This is an optimization exercise on Yosys and OpenROAD, whose aim is small area and few clock cycles per item, not a production implementation.
No functional check of the RTL was part of any run shown here.

## flow/design.v (module list and top-level ports; edited modules follow where they fit)
// module fp_mult_pipe: 1370 lines
module fp_mult_pipe #(
   parameter int EXP_W = 8,
   parameter int MAN_W = 23
) (
   input  logic                 clk,
   input  logic                 rst_n,
   input  logic                 in_valid,
   output logic                 in_ready,
   input  logic [EXP_W+MAN_W:0] x,
   input  logic [EXP_W+MAN_W:0] y,
   output logic                 out_valid,
   input  logic                 out_ready,
   output logic [EXP_W+MAN_W:0] result
   ,
   output logic [3:0]           flags
);
  // ...
==> flow/flow/run.sh <==
#!/bin/bash
# Layout flow: the standard ORFS flow (standard.sh) with three changes:
#  - synthesis skips Yosys's generic `abc -fast` pass (synth -noabc), so the full
#    adders written in the RTL reach extract_fa as written;
#  - the final ABC technology mapping uses flow/abc.script (area recovery under a
#    delay target, then gate sizing) instead of ORFS's abc_speed.script;
#  - every port is buffered by a buf_2 instead of the default clkdlybuf4s50_1.
set -euo pipefail
cd "$(dirname "$0")/.."
W=$(pwd)
export FLOW_SYNTH_TCL=$W/synth_recipe.tcl
export FLOW_ABC_SCRIPT=$W/flow/abc.script
export BUFFER_PORTS_ARGS="-buffer_cell sky130_fd_sc_hd__buf_2"
bash standard.sh synth SYNTH_ARGS=-noabc SYNTH_SCRIPT=$W/flow/synth.tcl > synth.log 2>&1
bash standard.sh finish SYNTH_ARGS=-noabc SYNTH_SCRIPT=$W/flow/synth.tcl > layout.log 2>&1
==> flow/flow/abc.script <==
strash
ifraig
dch -f
map -D 5500
topo
stime -c
buffer -c
upsize -c -D 5500
dnsize -c -D 5500
==> flow/flow/synth.tcl <==
# The standard flow's synthesis script (synth_recipe.tcl, sourced below unchanged), with the
# technology-mapping ABC run given our own script (flow/abc.script) in place of
# ORFS's abc_speed.script.  Only the combinational mapping changes; registers are
# mapped before ABC runs and keep their standard-synthesis names and cells.
proc abc {args} {
  set i [lsearch -exact $args -script]
  if { $i >= 0 } {
    lset args [expr {$i + 1}] $::env(FLOW_ABC_SCRIPT)
    puts "flow/synth.tcl: abc -script $::env(FLOW_ABC_SCRIPT)"
  }
  yosys abc {*}$args
}
source $::env(FLOW_SYNTH_TCL)
==> flow/standard.sh <==
#!/bin/bash
# synth_recipe.tcl (not shown) runs the flow's synth.tcl, then flattens the netlist and writes it again
# the make line also repeats each setting of config.mk as NAME=value (left out here)
make -C /OpenROAD-flow-scripts/flow DESIGN_CONFIG=/design/flow/config.mk WORK_HOME=/design/flow/orfs CLKGATE_MAP_FILE= SYNTH_SCRIPT=/design/flow/synth_recipe.tcl "${@:-finish}"
==> flow/config.mk <==
export PLATFORM = sky130hd
export DESIGN_NAME = fp_mult_pipe
export DESIGN_NICKNAME = fp_mult_pipe
export VERILOG_FILES = /design/flow/design.v
export SDC_FILE = /design/flow/constraint.sdc
export NUM_CORES = 4
export LEC_CHECK = 0
export CAP_MARGIN = 20
export CORE_MARGIN = 2
export CORE_UTILIZATION = 40
export CTS_BUF_LIST = sky130_fd_sc_hd__clkbuf_8
export GPL_TIMING_DRIVEN = 0
export SLEW_MARGIN = 20
==> flow/constraint.sdc <==
create_clock -name core_clock -period 7.5 [get_ports {clk}]
set_input_delay 1.5000 -clock core_clock [delete_from_list [all_inputs] [get_ports {clk}]]
set_output_delay 1.5000 -clock core_clock [all_outputs]
set_load 0.01 [all_outputs]
==> run_results.csv, run 1 <==
group,metric,value,unit
yosys,yosysTopAreaCellShare,31.6,%
yosys,synth_top_family_by_area,"adder cells",
clock_tree,cts_made_buffers,5,
yosys,synth-seq-cells,41,
sta,timing.final.crit_share,98.3,%
yosys,synth_edf_count,40,
drt,wl_met3,4790,um
cells_and_area,reg.largest.list,"ph_q (26), e_q (9), sc_q (2)",
clock_tree,cts_hold_buf,0,
sta,worst_pin_slew,1.14,ns
cells_and_area,final_util,44.3,%
global_routing,antenna_found_initial,0,
hold_path,hold_depth,2,
yosys,synthSimpleGateAreaFrac,9.63,%
critical_path,r2r_cells,2,
critical_path,cp.depth,20,
place,dp.cells,2557,
critical_path,cp-end-kind,"register",
yosys,synth_nets,2356,
global_routing,grt_pass1_wl,88000,um
drt,via_per_inst,5.86,
drt,route.met2.wl,26600,um
place,io_buffers,103,
yosys,synthesis.area,16400,um2
global_routing,grt_max_degree,26,
floorplanning,rows,74,
cells_and_area,comb.multi_input.count,1568,
sta,hold_ws,0.857,ns
place,post-place-ws,-1.25,ns
yosys,async_flop_share,2.44,%
hold_path,hold_path.class,"register to register",
clock_tree,clkTransAtPathRegs,0.08,ns
cells_and_area,fin_area,18000,um2
outcome,status,"complete, no violations",
==> run 2: changes to the inputs <==
--- a/flow/design.v
+++ b/flow/design.v
@@ -1327,20 +1327,27 @@
    always_comb begin
       ones[0] = 1'b1;
       for (int i = 1; i < SW; i++)
          ones[i] = ones[i-1] & man_n[i-1];
    end
    assign frac = man_n[MAN_W-1:0] ^ ({MAN_W{rnd}} & ones[MAN_W-1:0]);
    assign cry  = rnd & (&ph_q[SW:2]) & (msb | ph_q[1]);
    logic [XW-1:0] e_s;
+   logic [2:0]    ovf_k, unf_k;
    assign e_s = {1'b0, e_q} + XW'(msb) + XW'(cry);
    assign e_o = e_s[EXP_W-1:0] - BIAS[EXP_W-1:0];
-   assign ovf = (e_s >= EMAX + BIAS);
-   assign unf = (e_s <= BIAS);
+   always_comb begin
+      for (int k = 0; k < 3; k++) begin
+         ovf_k[k] = ({1'b0, e_q} + XW'(k)) >= EMAX + BIAS;
+         unf_k[k] = ({1'b0, e_q} + XW'(k)) <= BIAS;
+      end
+   end
+   assign ovf = (msb & cry) ? ovf_k[2] : (msb | cry) ? ovf_k[1] : ovf_k[0];
+   assign unf = (msb & cry) ? unf_k[2] : (msb | cry) ? unf_k[1] : unf_k[0];
    logic [W-1:0] r_d;
    logic [3:0]   f_d;
    always_comb begin
       r_d = {s_q, e_o, frac};
       f_d = {3'b000, inx};
       case (sc_q)
          2'b11: begin
             r_d = QNAN;
==> run_results.csv, run 2 <==
group,metric,value,unit
drt,num_vias,15500,
drt,drcViolationCount,0,
sta,tns,0,ns
critical_path,crit_start,"x[16]",
cells_and_area,drive_above_1_share,10.0,%
cells_and_area,area_growth,9.82,%
yosys,synthesis.area,16600,um2
yosys,async_flop_share,2.44,%
critical_path,critPathRequiredTime,7.54,ns
global_routing,antenna_found_initial,0,
sta,maxSlewHeadroom,24.2,%
drt,drt_iter0_markers,1520,
clock_tree,cts_tree,"yes",
yosys,synth_nets,2411,
yosys,synth_warnings,1,
outcome,status,"complete, no violations",
floorplanning,die_h,208,um
yosys,yosysSeqAreaShare,7.38,%
drt,firstDrtPassIters,5,
place,place_congestion,1.00,
yosys,synth.avg_cell_area,8.43,um2
yosys,ys_types,47,
critical_path,r2r_slack,6.27,ns
yosys,synth_edf_count,40,
drt,final_antenna_net_count,0,
cells_and_area,final_nets,2528,
clock_tree,clock_latency,0.31,ns
yosys,synth.most_common_cell,"xor2_1",
critical_path,crit_type,"input port to register",
floorplanning,dieArea,43200,um2
drt,avgRoutedWirePerCell,23.5,um
sta,skew,0.0116,ns
floorplanning,die_width,208,um
floorplanning,rows,74,
yosys,synth_area_leader_cell,"fa_1",
sta,worst_pin_slew,1.14,ns
sta,finalHoldViolCount,0,
critical_path,crit_path_start_kind,"input port",
drt,drt-total-wl,61500,um
sta,drv_slew,0,
critical_path,crit_fanout,10,
run,maxCapViolations,0,
yosys,yosysTopAreaCellShare,31.1,%
critical_path,cp-end-kind,"register",
sta,setup_viol,0,
cells_and_area,seqCellArea,1230,um2
clock_tree,clockBufferDepth,2,
cells_and_area,final_util,44.6,%
sta,layout_min_cycle_time,7.37,ns
cells_and_area,final_common_cell,"xor2_1",
yosys,yosys-top-cells-area,"fa_1, xor2_1, o22ai_1",
cells_and_area,largest_reg_flops,26,
clock_tree,clkTransAtPathRegs,0.09,ns
place,place.detailed.hpwl,52100,um
place,io_buffers,104,
clock_tree,cts_made_buffers,5,
floorplanning,io_pins,106,
critical_path,r2r-end,"ph_q[10]",
cells_and_area,fillers,4111,
cells_and_area,regMostFlops,"ph_q",
yosys,syn-instance-count,1971,
clock_tree,cts_num_sinks,41,
sta,fmax,136,MHz
yosys,synthTopCellsByCount,"xor2_1, fa_1, o22ai_1, inv_1, nand2_1",
place,place_area,17800,um2
yosys,synth_flop_cell,"edfxtp_1",
cells_and_area,reg.largest.list,"ph_q (26), e_q (9), sc_q (2)",
global_routing,grt_usage,27.9,%
yosys,synth-seq-cells,41,
cells_and_area,antenna_cells,0,
cells_and_area,layout_common_cells,"xor2_1, fa_1, o22ai_1, inv_1, nand2_1",
cells_and_area,multi_input_area,14300,um2
global_routing,grt_pass1_wl,92200,um
global_routing,grt_pass1_vias,15500,
critical_path,cp.arrival,7.41,ns
critical_path,rr_startpoint,"v_q",
sta,timing.final.crit_share,98.2,%
global_routing,grt_max_degree,33,
clock_tree,cts_max_level,2,
global_routing,overflow,0,
floorplanning,start_util,40.6,%
critical_path,r2r_cells,2,
floorplanning,coreArea,40900,um2
drt,via_per_inst,5.92,
critical_path,cp-endpoint,"ph_q[20]",
clock_tree,cts_root_buffer,"clkbuf_8",
cells_and_area,fin_area,18300,um2
hold_path,hold_path.class,"register to register",
run 2: stage by stage:
step | hold slack (ns) | instances | setup WS, ns
after global routing | 0.761 | 2621 | -0.0119
after global placement | 1.28 | 2607 | -1.25
after CTS | 0.749 | 2615 | 0.000455
after floorplan | 1.20 | 1971 | 0.0936
final | 0.723 | 2621 | 0.135
after detailed placement | 0.717 | 2608 | -1.26
run 2: worst max-delay path: stages:
cell	delay (ns)
buf_2	0.11
clkbuf_1	0.42
inv_2	0.33
xor2_1	0.27
o22ai_1	0.24
fa_1	0.48
fa_1	0.53
fa_1	0.46
fa_1	0.55
fa_1	0.48
ha_1	0.34
and2_1	0.16
inv_1	0.10
nor2_1	0.07
a21oi_2	0.19
inv_1	0.07
a21oi_2	0.21
inv_1	0.08
a21oi_2	0.22
o21bai_1	0.14
a221oi_1	0.32
xor2_1	0.13
run 2: layer usage:
metal	wire length (um)	vias up	part of all wire, %	track usage (%)
met5	0	-	0	0
met4	3090	0	5.0	11.9
met3	5330	152	8.7	4.81
met2	27000	797	44	44.8
met1	26000	7553	42	37.1
li1	-	7019	-	-
run 2: worst min-delay path by stage:
| stage | endpoint | depth (start not counted) | slack (ns) | from |
|---|---|---|---|---|
| final | v_q | 2 | 0.72 | v_q |
| after global routing | v_q | 2 | 0.76 | v_q |
| after CTS | v_q | 2 | 0.75 | v_q |
| after detailed placement | v_q | 2 | 0.72 | v_q |
| after global placement | v_q | 1 | 1.28 | rst_n |
| after floorplan | v_q | 0 | 1.20 | rst_n |
run 2: logic make-up (layout without fill, tap and decap cells):
group	count (synthesis)	count (layout)	synth area share, %
buf+inv	321	439	7.26
compound gates	522	522	18.9
xor+xnor	318	318	16.8
fa+ha+maj	372	372	39.7
simple gates	396	396	9.97
mux	1	1	0.0602
flops	41	41	7.38
run 2: cell type report:
class                   count  share of cell area (%)
flip-flops and latches     41                    6.72
plain buffers              97                    2.63
clock inverters             3                   0.240
well taps                 532                    3.65
multi-input cells        1609                    78.4
repair buffers            119                    3.54
clock buffers               5                   0.377
inverters                 215                    4.46
run 2: repair_timing:
item,4_1_cts,5_1_grt
pin swaps,2,3
setup endpoints to repair,23,10
hold buffers,0,0
gates resized for setup,64,67
setup buffers,5,9

-- what the ideal ports hide --
The flow's constraints put no driver on any port. The routed layouts listed below were extracted and timed again, unchanged, in two steps.
Step 1 (the two cells are an assumption about what drives the block):
set clk [get_ports {clk}]
set_driving_cell -lib_cell sky130_fd_sc_hd__clkbuf_16 $clk
set_driving_cell -lib_cell sky130_fd_sc_hd__buf_2 [delete_from_list [all_inputs] $clk]
Step 2, shift: input delay + t, output delay - t, t = (earliest + latest rising clock arrival at the registers) / 2. This alone moves slack from input paths to output paths.
Slacks: no drivers / after step 1 / after step 2; pairs: no drivers / after step 1.
run	t, ns	setup WS [ns]	worst setup path after step 2
run 1	0.320	0.124 / 0.079 / -0.241	input to register
run 2	0.325	0.135 / 0.140 / -0.185	input to register
Met with ideal ports but missed after step 2: setup timing in run 1 and run 2. The setup slack of run 1, which loses most, moves by -0.045 ns with the drivers and by -0.365 ns with both steps.
